Source: an optimization exercise on an open RTL-to-GDS flow (aim: small area). Production flows keep margins and buffers that such runs may drop. In this exercise RTL edits were held to simulation tests only and were not proved equivalent to the original.

==> flow/design.v <==
module te_aoi222 (
   input  logic a0, b0, a1, b1, a2, b2,
   output logic y
);
   assign y = ~((a0 & b0) | (a1 & b1) | (a2 & b2));
endmodule
module te_nand2 (
   input  logic a, b,
   output logic y
);
   assign y = ~(a & b);
endmodule
module te_o21a (
   input  logic a1, a2, b,
   output logic y
);
   assign y = (a1 | a2) & b;
endmodule
module te_and7 (
   input  logic [6:0] a,
   output logic       y
);
   assign y = &a;
endmodule
module te_rdbit (
   input  logic [15:0] mn,
   input  logic [15:0] sel,
   input  logic        v,
   output logic        y
);
   logic [5:0] g;
   for (genvar j = 0; j < 5; j++) begin : g_aoi
      te_aoi222 u_aoi (
         .a0(sel[3*j]),   .b0(mn[3*j]),
         .a1(sel[3*j+1]), .b1(mn[3*j+1]),
         .a2(sel[3*j+2]), .b2(mn[3*j+2]),
         .y (g[j])
      );
   end
   te_nand2 u_nand (.a(sel[15]), .b(mn[15]), .y(g[5]));
   te_and7 u_and (.a({v, g}), .y(y));
endmodule
module te_dec16 (
   input  logic        en,
   input  logic [3:0]  a,
   output logic [15:0] y
);
   always_comb begin
      for (int i = 0; i < 16; i++) begin
         y[i] = en && (a == 4'(i));
      end
   end
endmodule
module timestamp_extract #(
   parameter logic [11:0] SYNC_VLAN_ID = 12'h05A,
   parameter int          FIFO_DEPTH   = 16,
   parameter int          NUM_SLOTS    = 3
) (
   input  logic                        axis_aclk,
   input  logic                        axis_areset,
   input  logic                        i_axis_tvalid,
   input  logic [511:0]                i_axis_tdata,
   input  logic [63:0]                 i_axis_tkeep,
   input  logic                        i_axis_tlast,
   input  logic                        i_axis_tready,
   input  logic [63:0]                 i_curr_tick,
   output logic                        o_rec_valid,
   input  logic                        i_rec_ready,
   output logic [161:0]                o_rec_data,
   output logic                        o_rec_last,
   output logic [$clog2(FIFO_DEPTH):0] o_fifo_level,
   output logic                        o_sync_seen,
   output logic [31:0]                 o_rec_count,
   output logic [31:0]                 o_drop_count
);
   localparam int AW = 4;
   localparam int LW = 5;
   localparam int RW = 163;
   logic          state_mid;
   logic          beat_acc;
   logic          sync_beat;
   logic          busy;
   logic          capture;
   logic          drop_busy;
   logic [2:0]    occ_mask;
   logic [2:0]    pend_mask;
   logic [2:0]    rem_mask;
   logic [95:0]   slot_q [3];    
   logic [95:0]   cur_slot_n;
   logic [1:0]    cur_idx;
   logic [63:0]   rx_tick_q;
   logic [RW-1:0] push_n;
   logic [RW-1:0] mem_n [16];
   logic [RW-1:0] rd_word;
   logic [15:0]   wr_sel;
   logic [15:0]   rd_sel;
   logic [AW-1:0] wr_ptr;
   logic [AW-1:0] rd_ptr;
   logic [LW-1:0] fifo_level;
   logic          full;
   logic          pop;
   logic          wr_en;
   logic          drop_full;
   logic          sel0, sel1, sel2;
   assign beat_acc  = i_axis_tvalid & i_axis_tready;
   assign sync_beat = beat_acc && !state_mid
                      && (i_axis_tdata[103:96] == 8'h81) && (i_axis_tdata[111:104] == 8'h00)
                      && ({i_axis_tdata[115:112], i_axis_tdata[127:120]} == SYNC_VLAN_ID);
   assign busy      = |pend_mask;
   assign capture   = sync_beat & ~busy;
   assign drop_busy = sync_beat & busy;
   always_comb begin
      for (int k = 0; k < 3; k++) begin
         occ_mask[k] = (i_axis_tdata[144+96*k +: 32] != 32'hDEADBEEF)
                       && (&i_axis_tkeep[18+12*k +: 12]);
      end
   end
   assign sel0 = pend_mask[0];
   assign sel1 = ~pend_mask[0] & pend_mask[1];
   assign sel2 = ~pend_mask[0] & ~pend_mask[1];
   logic f0, f1, f2, s1, s2;
   assign f0 = ~busy & occ_mask[0];
   assign f1 = ~busy & ~occ_mask[0] & occ_mask[1];
   assign f2 = ~busy & ~occ_mask[0] & ~occ_mask[1];
   assign s1 = ~busy & occ_mask[0] & occ_mask[1];
   assign s2 = ~busy & ~(occ_mask[0] & occ_mask[1]);
   for (genvar b = 0; b < 96; b++) begin : g_stage
      logic first_n, rec1_d, rec2_d;
      te_aoi222 u_first (
         .a0(f0), .b0(i_axis_tdata[144+b]),
         .a1(f1), .b1(i_axis_tdata[240+b]),
         .a2(f2), .b2(i_axis_tdata[336+b]),
         .y (first_n)
      );
      te_o21a u_rec1 (.a1(~busy), .a2(slot_q[1][b]), .b(first_n), .y(rec1_d));
      te_aoi222 u_rec2 (
         .a0(busy), .b0(slot_q[2][b]),
         .a1(s1),   .b1(i_axis_tdata[240+b]),
         .a2(s2),   .b2(i_axis_tdata[336+b]),
         .y (rec2_d)
      );
      always_ff @(posedge axis_aclk) begin
         slot_q[0][b] <= rec1_d;
         slot_q[1][b] <= rec2_d;
         slot_q[2][b] <= i_axis_tdata[336+b];
      end
      assign cur_slot_n[b] = slot_q[0][b];
   end
   assign cur_idx  = {sel2, sel1};
   assign rem_mask = {pend_mask[2] & ~sel2, pend_mask[1] & ~sel1, 1'b0};
   assign push_n   = {~cur_idx, cur_slot_n, ~rx_tick_q, (rem_mask != 3'b000)};
   assign full      = fifo_level[AW];
   assign pop       = o_rec_valid & i_rec_ready;
   assign wr_en     = busy & (~full | pop);
   assign drop_full = busy & full & ~pop;
   te_dec16 u_wdec (.en(wr_en), .a(wr_ptr), .y(wr_sel));
   te_dec16 u_rdec (.en(1'b1),  .a(rd_ptr), .y(rd_sel));
   for (genvar b = 0; b < RW; b++) begin : g_rd
      logic [15:0] col;
      for (genvar i = 0; i < 16; i++) begin : g_col
         assign col[i] = mem_n[i][b];
      end
      te_rdbit u_rd (.mn(col), .sel(rd_sel), .v(o_rec_valid), .y(rd_word[b]));
   end
   assign o_rec_valid  = (fifo_level != '0);
   assign o_rec_data   = rd_word[RW-1:1];
   assign o_rec_last   = rd_word[0];
   assign o_fifo_level = fifo_level;
   always_ff @(posedge axis_aclk) begin
      for (int i = 0; i < 16; i++) begin
         if (wr_sel[i]) begin
            mem_n[i] <= push_n;
         end
      end
   end
   always_ff @(posedge axis_aclk) begin
      if (capture) begin
         rx_tick_q <= i_curr_tick;
      end
   end
   always_ff @(posedge axis_aclk or posedge axis_areset) begin
      if (axis_areset) begin
         state_mid    <= 1'b0;
         pend_mask    <= '0;
         o_sync_seen  <= 1'b0;
         wr_ptr       <= '0;
         rd_ptr       <= '0;
         fifo_level   <= '0;
         o_rec_count  <= '0;
         o_drop_count <= '0;
      end else begin
         if (beat_acc) begin
            state_mid <= ~i_axis_tlast;
         end
         o_sync_seen <= capture;
         if (capture) begin
            pend_mask <= occ_mask;
         end else if (busy) begin
            pend_mask <= rem_mask;
         end
         if (wr_en) begin
            wr_ptr <= wr_ptr + AW'(1);
         end
         if (pop) begin
            rd_ptr <= rd_ptr + AW'(1);
         end
         case ({wr_en, pop})
            2'b10:   fifo_level <= fifo_level + LW'(1);
            2'b01:   fifo_level <= fifo_level - LW'(1);
            default: fifo_level <= fifo_level;
         endcase
         if (wr_en && (o_rec_count != '1)) begin
            o_rec_count <= o_rec_count + 32'd1;
         end
         if (drop_busy | drop_full) begin
            if (o_drop_count[31:1] == '1) begin
               o_drop_count <= '1;
            end else begin
               o_drop_count <= o_drop_count + {30'd0, drop_busy & drop_full, drop_busy ^ drop_full};
            end
         end
      end
   end
endmodule
clock: 6.0 ns
lec_check: 0
cap_margin: 5
core_margin: 2
core_utilization: 80
slew_margin: 5
synth_hierarchical: 1
synth_minimum_keep_size: 0
standard.sh (not shown) runs the stock make flow with config.mk's settings and CLKGATE_MAP_FILE= SYNTH_SCRIPT=/design/flow/synth_recipe.tcl, a recipe that flattens the netlist after the stock synthesis.
==> flow/flow/run.sh <==
#!/bin/bash
# The standard layout, with single-drive port buffers and a clock tree of clkbuf_8
# clusters of up to 16 flops (no dummy loads). ORFS output goes to standard_flow.log here,
# and each step's full log to orfs/logs/.
set -euo pipefail
export BUFFER_PORTS_ARGS="-buffer_cell sky130_fd_sc_hd__buf_1"
export CTS_ARGS="-sink_clustering_enable -repair_clock_nets -dont_use_dummy_load -buf_list {sky130_fd_sc_hd__clkbuf_8} -sink_clustering_size 16 -sink_clustering_max_diameter 60"
bash standard.sh > standard_flow.log 2>&1
The starting point passed the timing, design-rule and antenna checks.
Next try:
- CORE_UTILIZATION: 80 -> 75
Cell area is about the same. Worst hold slack loses 15 ps. Synthesized cell count is unchanged.

-- separate check: timing with driven ports --
In the flow no input, the clock included, has a driving cell. The finished layouts below were timed again as built, in two steps. Step 1 sets driving cells, clkbuf_16 on the clock port and buf_2 on the other inputs (assumed; they add their load-dependent delay and slew). Step 2 adds t to the input delays and takes it off the output delays; t is the mean of the earliest and latest rising clock arrival at the registers after step 1. Input paths then give back, and output paths get back, about the clock's delay inside the block. a / b / c = ideal ports / drivers / drivers and shift; a / b = the first two.
run | shift t [ns] | setup slack, ns | clock arrival spread, ns | slew at the worst register clock pin (ns)
the first run | 1.032 | 0.197 / 0.114 / 0.660 | 0.063 / 0.063 | 0.11 / 0.11
the second run | 1.028 | 0.425 / 0.333 / 0.981 | 0.073 / 0.073 | 0.11 / 0.11
After both steps setup and hold are still met in every run listed.
